What follows belongs to an exercise in optimizing a design on an open flow for small area; a production flow would make more cautious choices. Only simulation tests tie the RTL to the original design; equivalence was not proved. Power and IR drop assume default switching activity.

<file path="design/flow/design.v">
module bank_serializer #(
    parameter int DATA_WIDTH = 16,
    parameter int NUM_BANKS  = 40,
    parameter int OUT_WIDTH  = 1
) (
    input  logic                            clk,
    input  logic                            reset_n,
    input  logic [NUM_BANKS*DATA_WIDTH-1:0] s_data,
    input  logic                            s_valid,
    output logic                            s_ready,
    output logic [OUT_WIDTH*DATA_WIDTH-1:0] m_data,
    output logic [OUT_WIDTH-1:0]            m_keep,
    output logic                            m_valid,
    input  logic                            m_ready,
    output logic                            m_last,
    output logic [15:0]                     frames_done
);
    localparam int NUM_BEATS = (NUM_BANKS + OUT_WIDTH - 1) / OUT_WIDTH;
    localparam int PAD_BANKS = NUM_BEATS * OUT_WIDTH;
    localparam int BEAT_W    = $clog2(NUM_BEATS + 1);
    localparam logic [BEAT_W-1:0] LAST_BEAT = BEAT_W'(NUM_BEATS - 1);
    logic [NUM_BANKS-1:0][DATA_WIDTH-1:0] drain_reg;
    logic [NUM_BANKS-1:0][DATA_WIDTH-1:0] hold_reg;
    logic [PAD_BANKS-1:0][DATA_WIDTH-1:0] padded;
    logic              drain_full_reg, drain_full_next;
    logic              hold_full_reg,  hold_full_next;
    logic [BEAT_W-1:0] beat_reg,       beat_next;
    logic [15:0]       frames_done_reg, frames_done_next;
    logic in_hs, out_hs, last_hs;
    logic load_drain, load_hold, move_hold;
    assign s_ready     = !hold_full_reg;
    assign m_valid     = drain_full_reg;
    assign m_last      = drain_full_reg && (beat_reg == LAST_BEAT);
    assign frames_done = frames_done_reg;
    assign in_hs   = s_valid && s_ready;
    assign out_hs  = m_valid && m_ready;
    assign last_hs = out_hs && (beat_reg == LAST_BEAT);
    assign load_drain = in_hs && (!drain_full_reg || last_hs);
    assign load_hold  = in_hs && drain_full_reg && !last_hs;
    assign move_hold  = last_hs && hold_full_reg;
    always_comb begin
        drain_full_next  = drain_full_reg;
        hold_full_next   = hold_full_reg;
        beat_next        = beat_reg;
        frames_done_next = frames_done_reg;
        if (load_drain || move_hold) begin
            drain_full_next = 1'b1;
        end else if (last_hs) begin
            drain_full_next = 1'b0;
        end
        if (move_hold) begin
            hold_full_next = 1'b0;
        end else if (load_hold) begin
            hold_full_next = 1'b1;
        end
        if (last_hs) begin
            beat_next        = '0;
            frames_done_next = frames_done_reg + 16'd1;
        end else if (out_hs) begin
            beat_next = beat_reg + 1'b1;
        end
    end
    always_ff @(posedge clk or negedge reset_n) begin
        if (!reset_n) begin
            drain_full_reg  <= 1'b0;
            hold_full_reg   <= 1'b0;
            beat_reg        <= '0;
            frames_done_reg <= '0;
        end else begin
            drain_full_reg  <= drain_full_next;
            hold_full_reg   <= hold_full_next;
            beat_reg        <= beat_next;
            frames_done_reg <= frames_done_next;
        end
    end
    always_ff @(posedge clk) begin
        if (move_hold) begin
            drain_reg <= hold_reg;
        end else if (load_drain) begin
            drain_reg <= s_data;
        end
        if (load_hold) begin
            hold_reg <= s_data;
        end
    end
    generate
        for (genvar gi = 0; gi < PAD_BANKS; gi++) begin : g_pad
            if (gi < NUM_BANKS) begin : g_real
                assign padded[gi] = drain_reg[gi];
            end else begin : g_zero
                assign padded[gi] = '0;
            end
        end
        for (genvar gi = 0; gi < OUT_WIDTH; gi++) begin : g_lane
            logic [DATA_WIDTH-1:0] lane_data;
            logic                  lane_keep;
            always_comb begin
                lane_data = '0;
                lane_keep = 1'b0;
                if (drain_full_reg) begin
                    for (int b = 0; b < NUM_BEATS; b++) begin
                        if (beat_reg == BEAT_W'(b)) begin
                            lane_data = padded[b * OUT_WIDTH + gi];
                            lane_keep = ((b * OUT_WIDTH + gi) < NUM_BANKS);
                        end
                    end
                end
            end
            assign m_data[gi*DATA_WIDTH +: DATA_WIDTH] = lane_data;
            assign m_keep[gi] = lane_keep;
        end
    endgenerate
endmodule
</file>
<file path="design/flow/run.sh">
#!/bin/bash
# synth_recipe.tcl (not shown) runs the flow's synth.tcl, then flattens the netlist and writes it again
# the make line also repeats each setting of config.mk as NAME=value (left out here)
make -C /OpenROAD-flow-scripts/flow DESIGN_CONFIG=/design/flow/config.mk WORK_HOME=/design/flow/orfs CLKGATE_MAP_FILE= SYNTH_SCRIPT=/design/flow/synth_recipe.tcl finish
</file>
<file path="design/flow/config.mk">
export PLATFORM = sky130hd
export DESIGN_NAME = bank_serializer
export DESIGN_NICKNAME = bank_serializer
export VERILOG_FILES = /design/flow/design.v
export SDC_FILE = /design/flow/constraint.sdc
export NUM_CORES = 4
export LEC_CHECK = 0
export CAP_MARGIN = 20
export CORE_MARGIN = 2
export CORE_UTILIZATION = 40
export SETUP_SLACK_MARGIN = 0.2
export SLEW_MARGIN = 20
</file>
<file path="design/flow/constraint.sdc">
create_clock -name core_clock -period 7.0 [get_ports {clk}]
set_input_delay 1.4000 -clock core_clock [delete_from_list [all_inputs] [get_ports {clk}]]
set_output_delay 1.4000 -clock core_clock [all_outputs]
set_load 0.01 [all_outputs]
</file>
==> impl_summary.txt <==
----------------------------------------------------
[Layout]
  Fraction of the core area covered by cells at the end of the flow ... 50.6%
  Multi-input logic area ... 0.0137 mm2
  Number of standard cells in the final layout excluding fillers ... 5,822
  Final Cell Area ... 0.0673 mm2
  Share of cells above drive strength 1 ... 24.4%
  Final net count ... 4,574
  Number of fill cells in the layout ... 11,200
  Synthesis-to-layout area growth ... 25.8%
  Sequential Area ... 0.0390 mm2

[Synthesis]
  Top cell type by total area after synthesis ... sky130_fd_sc_hd__edfxtp_1
  Top cells by area, synth ... sky130_fd_sc_hd__edfxtp_1 72%, sky130_fd_sc_hd__mux2_2 14%, sky130_fd_sc_hd__dfrtp_1 1.1%, sky130_fd_sc_hd__a21oi_1 0.95%, sky130_fd_sc_hd__nor2_1 0.93%
  Synth cell count leaders ... 1,280 x sky130_fd_sc_hd__edfxtp_1, 642 x sky130_fd_sc_hd__mux2_2, 132 x sky130_fd_sc_hd__nor2_1, 125 x sky130_fd_sc_hd__nand2_1, 101 x sky130_fd_sc_hd__a21oi_1
  Number of distinct library cells after synthesis ... 91
  Nets in the synthesized netlist ... 3,816
  Mean post-synth cell area ... 16.9 um2
  Top FF cell, synth ... sky130_fd_sc_hd__edfxtp_1
  Yosys warning total ... 1
  Share of the synthesized area in the top cell type ... 71.9%
  Cell with the most instances after synthesis ... sky130_fd_sc_hd__edfxtp_1
  Count of state elements after synthesis ... 1,304
  Netlist Area Pre-Place ... 0.0535 mm2
  Share of synthesized area occupied by flip-flops and latches ... 73.0%
  Async SR Flop Fraction ... 1.84%
  Number of cells produced by synthesis ... 3,167
  EDFF count, synth ... 1,280

[STA]
  Final count of hold timing violations ... 0
  Number of endpoints failing setup at the final stage ... 0
  Unrepaired setup endpoints after global routing ... yes
  Final Cycle Share ... 97.5%
  Peak Freq ... 147 MHz
  Sum Neg Setup Slack ... 0 ps
  Worst-margin pin slew ... 1130 ps
  Final setup slack of the worst path ... 175 ps
  Min cycle time layout ... 6820 ps
  Slew headroom ... 24.5%
  Final Max Tran Viols ... 0
  Worst Clk Skew ... 23.6 ps

[Setup path]
  Startpoint of the worst-slack reg-to-reg timing path ... beat_reg[5]
  Type of element capturing the critical path ... output pin
  Reg2Reg Capture Point ... drain_reg[422]
  R2R Setup Slk ... 2200 ps
  Start point of the critical path ... beat_reg[0]
  CP Data Required Time ... 5600 ps
  Largest fanout on the critical path ... 15
  Type of the setup path with the least slack ... register to output pin
  Number of cells on the worst reg-to-reg path ... 8
  Type of origin of the critical path ... register
  Signal arrival time at the worst endpoint ... 5420 ps

[Placed design]
  Dpl cell area ... 0.0627 mm2
  Final HPWL DP ... 142 mm
  Routability congestion estimate from global placement ... 0.998
  Number of port buffers ... 679
  Worst slack at placement ... 223 ps
  Post-placement cell count ... 5,545

[Hold path]
  Startpoint of the worst hold path ... frames_done_reg[15]
  Hold-critical path depth ... 1
  Hold EP ... frames_done_reg[15]
  Class of the tightest hold or removal check ... register to register

[Pwr]
  Peak VDD IR ... 180 uV
  Part of the power in registers ... 41.9%
  Leak pwr ... 0.0217 uW
  Psw ... 7000 uW
  Pwr per Cell Area ... 332 mW/mm2
  Net switching fraction of the power ... 31.4%
  Fraction of power consumed by the clock network ... 32.9%
  Internal Power ... 15,300 uW
  Combinational Power Share ... 25.3%

[Detailed routing]
  Detailed-routing iteration count for the pre-antenna-repair pass ... 8
  DRC violation count after routing ... 0
  Routed Wire Length ... 189 mm
  Number of design-rule violations left by the first detailed-router iteration ... 4,351
  Detail Route Antenna Nets ... 0
  Post-DR wirelength/cell ... 32.5 um
  Total vias in the final route ... 33,500
  Via density per instance ... 5.76

[Floorplan]
  Initial cell density of the core ... 40.2%
  Row count ... 134
  Area of the die ... 0.137 mm2
  Die Width ... 370 um
  Number of primary I/O pins ... 680
  Die Y-Extent ... 370 um
  Total core area ... 0.133 mm2

[Global routing]
  Antenna violations before repair ... 42
  Gr usage total ... 27.1%
  Largest net degree at the start of global routing ... 160
  Via count of the first global-routing pass ... 33,300
  First-pass GRT wire length ... 257 mm
  Overflow left after global routing ... 0

[Run status]
  Status ... timing/DRC/antenna clean

[Clocking]
  Clock-pin slew of the registers on the worst-case setup and hold paths ... 60 ps
  Max Buffers Root-to-Sink ... 3
  Number of clock buffers inserted by TritonCTS ... 142
  Root buffer cell ... sky130_fd_sc_hd__clkbuf_16
  Number of buffers inserted for hold repair after clock tree synthesis ... 0
  Skew-Pair Late Insertion Delay ... 780 ps
  Maximum level of the CTS H-tree ... 4
  TritonCTS sink count ... 1,304
  Clock tree from TritonCTS ... done

[Job]
  Max-cap viol count ... 0

----------------------------------------------------
-- cell type report --
class / count / share of cell area [%]
inverters: 9 / 0.0502
diodes: 21 / 0.0781
multi-input cells: 1688 / 20.4
clock inverters: 74 / 1.09
clock buffers: 178 / 5.56
repair buffers: 780 / 11.5
flip-flops and latches: 1304 / 58.0
well taps: 1768 / 3.29
-- metrics by stage --
stage | hold WS (ps) | power [uW]
after CTS | 483 | 22200
after floorplan | 504 | 11900
after global routing | 487 | 22900
after global placement | 467 | 14900
after detailed placement | 472 | 14900
final | 484 | 22300
-- kinds of logic after synthesis --
family | Yosys count | share of synthesized area [%]
simple gates | 487 | 4.53
buf+inv | 175 | 1.51
xor+xnor | 20 | 0.327
mux | 643 | 13.5
flops | 1304 | 73.0
fa+ha+maj | 5 | 0.117
compound gates | 533 | 7.01
-- cell usage in the layout (no fill, tap or decap), types with 10 or more instances in the layout --
cell type / count
sky130_fd_sc_hd__a222oi_1: 11
sky130_fd_sc_hd__nor2_1: 128
sky130_fd_sc_hd__nor3_1: 38
sky130_fd_sc_hd__a221oi_1: 54
sky130_fd_sc_hd__clkdlybuf4s50_1: 679
sky130_fd_sc_hd__nand2_1: 125
sky130_fd_sc_hd__and3_1: 11
sky130_fd_sc_hd__diode_2: 21
sky130_fd_sc_hd__a31oi_1: 12
sky130_fd_sc_hd__bufinv_16: 10
sky130_fd_sc_hd__clkinv_1: 24
sky130_fd_sc_hd__nand3_1: 59
sky130_fd_sc_hd__o21ai_1: 10
sky130_fd_sc_hd__clkinv_2: 17
sky130_fd_sc_hd__o21a_1: 10
sky130_fd_sc_hd__o21ai_0: 75
sky130_fd_sc_hd__a22oi_1: 15
sky130_fd_sc_hd__o211ai_1: 11
sky130_fd_sc_hd__clkbuf_16: 143
sky130_fd_sc_hd__a211oi_1: 14
sky130_fd_sc_hd__xnor2_1: 16
sky130_fd_sc_hd__nor4_1: 20
sky130_fd_sc_hd__o22ai_1: 68
sky130_fd_sc_hd__mux2_2: 642
sky130_fd_sc_hd__dfrtp_1: 22
sky130_fd_sc_hd__a221o_1: 20
sky130_fd_sc_hd__o221ai_1: 50
sky130_fd_sc_hd__edfxtp_1: 1280
sky130_fd_sc_hd__clkbuf_1: 32
sky130_fd_sc_hd__buf_4: 85
sky130_fd_sc_hd__a21oi_1: 101
sky130_fd_sc_hd__buf_12: 16
sky130_fd_sc_hd__nand4_1: 21
-- power groups by stage --
stage | sequential [uW] | combinational, uW | clock [uW]
after detailed placement | 9510 | 5390 | 0
after global routing | 9380 | 5790 | 7740
after floorplan | 9470 | 2480 | 0
after CTS | 9340 | 5450 | 7450
final | 9350 | 5640 | 7330
after global placement | 9500 | 5390 | 0
-- critical path, stage by stage (launching register included) --
cell	delay, ps
sky130_fd_sc_hd__dfrtp_1	410
sky130_fd_sc_hd__inv_1	130
sky130_fd_sc_hd__ha_2	310
sky130_fd_sc_hd__buf_4	260
sky130_fd_sc_hd__nand3b_1	280
sky130_fd_sc_hd__nor2_1	110
sky130_fd_sc_hd__buf_4	220
sky130_fd_sc_hd__a221oi_1	750
sky130_fd_sc_hd__nand4_1	490
sky130_fd_sc_hd__or4_1	780
sky130_fd_sc_hd__a221o_1	360
sky130_fd_sc_hd__clkdlybuf4s50_1	540
-- routing by layer --
layer / track usage, % / vias to the layer above / wire length (um)
met5: 0 / - / 243
met4: 9.78 / 38 / 6760
met3: 6.29 / 354 / 16900
met2: 45.4 / 1853 / 93400
met1: 34.2 / 16900 / 71800
li1: - / 14400 / -
-- timing repair --
item,in CTS,in global routing
setup buffers,4,0
pin swaps,2,0
resized for setup,12,14
endpoints found under the setup margin,10,13
-- worst max path at each step --
stage                     slack, ps  depth (start not counted)            to
final                           180                         11     m_data[1]
after detailed placement        220                         10     m_data[1]
after floorplan                 210                          3  drain_reg[0]
after global routing            150                         12    m_data[10]
after CTS                       130                          9     m_data[8]
after global placement          250                         10     m_data[1]

[afterwards: timing with drivers on the ports]
The results above use ideal ports. As a check the final layout listed here was re-extracted and re-timed, cells and wires unchanged.
Step 1 sets driving cells, clkbuf_16 on the clock port and buf_2 on the other inputs (assumed; they add their load-dependent delay and slew).
Step 2 adds t to the input delays and takes it off the output delays; t is the mean of the earliest and latest rising clock arrival at the registers after step 1. Input paths then give back, and output paths get back, about the clock's delay inside the block.
Three values: no drivers, after step 1, after step 2; two values: the first two.
t (ns): 0.849
slack for setup (ns): 0.175 / 0.093 / 0.942
worst setup path after step 2: register to output
After both steps this run still meets setup and hold. The setup slack of this run moves by -0.082 ns with the drivers and by +0.767 ns with both steps.
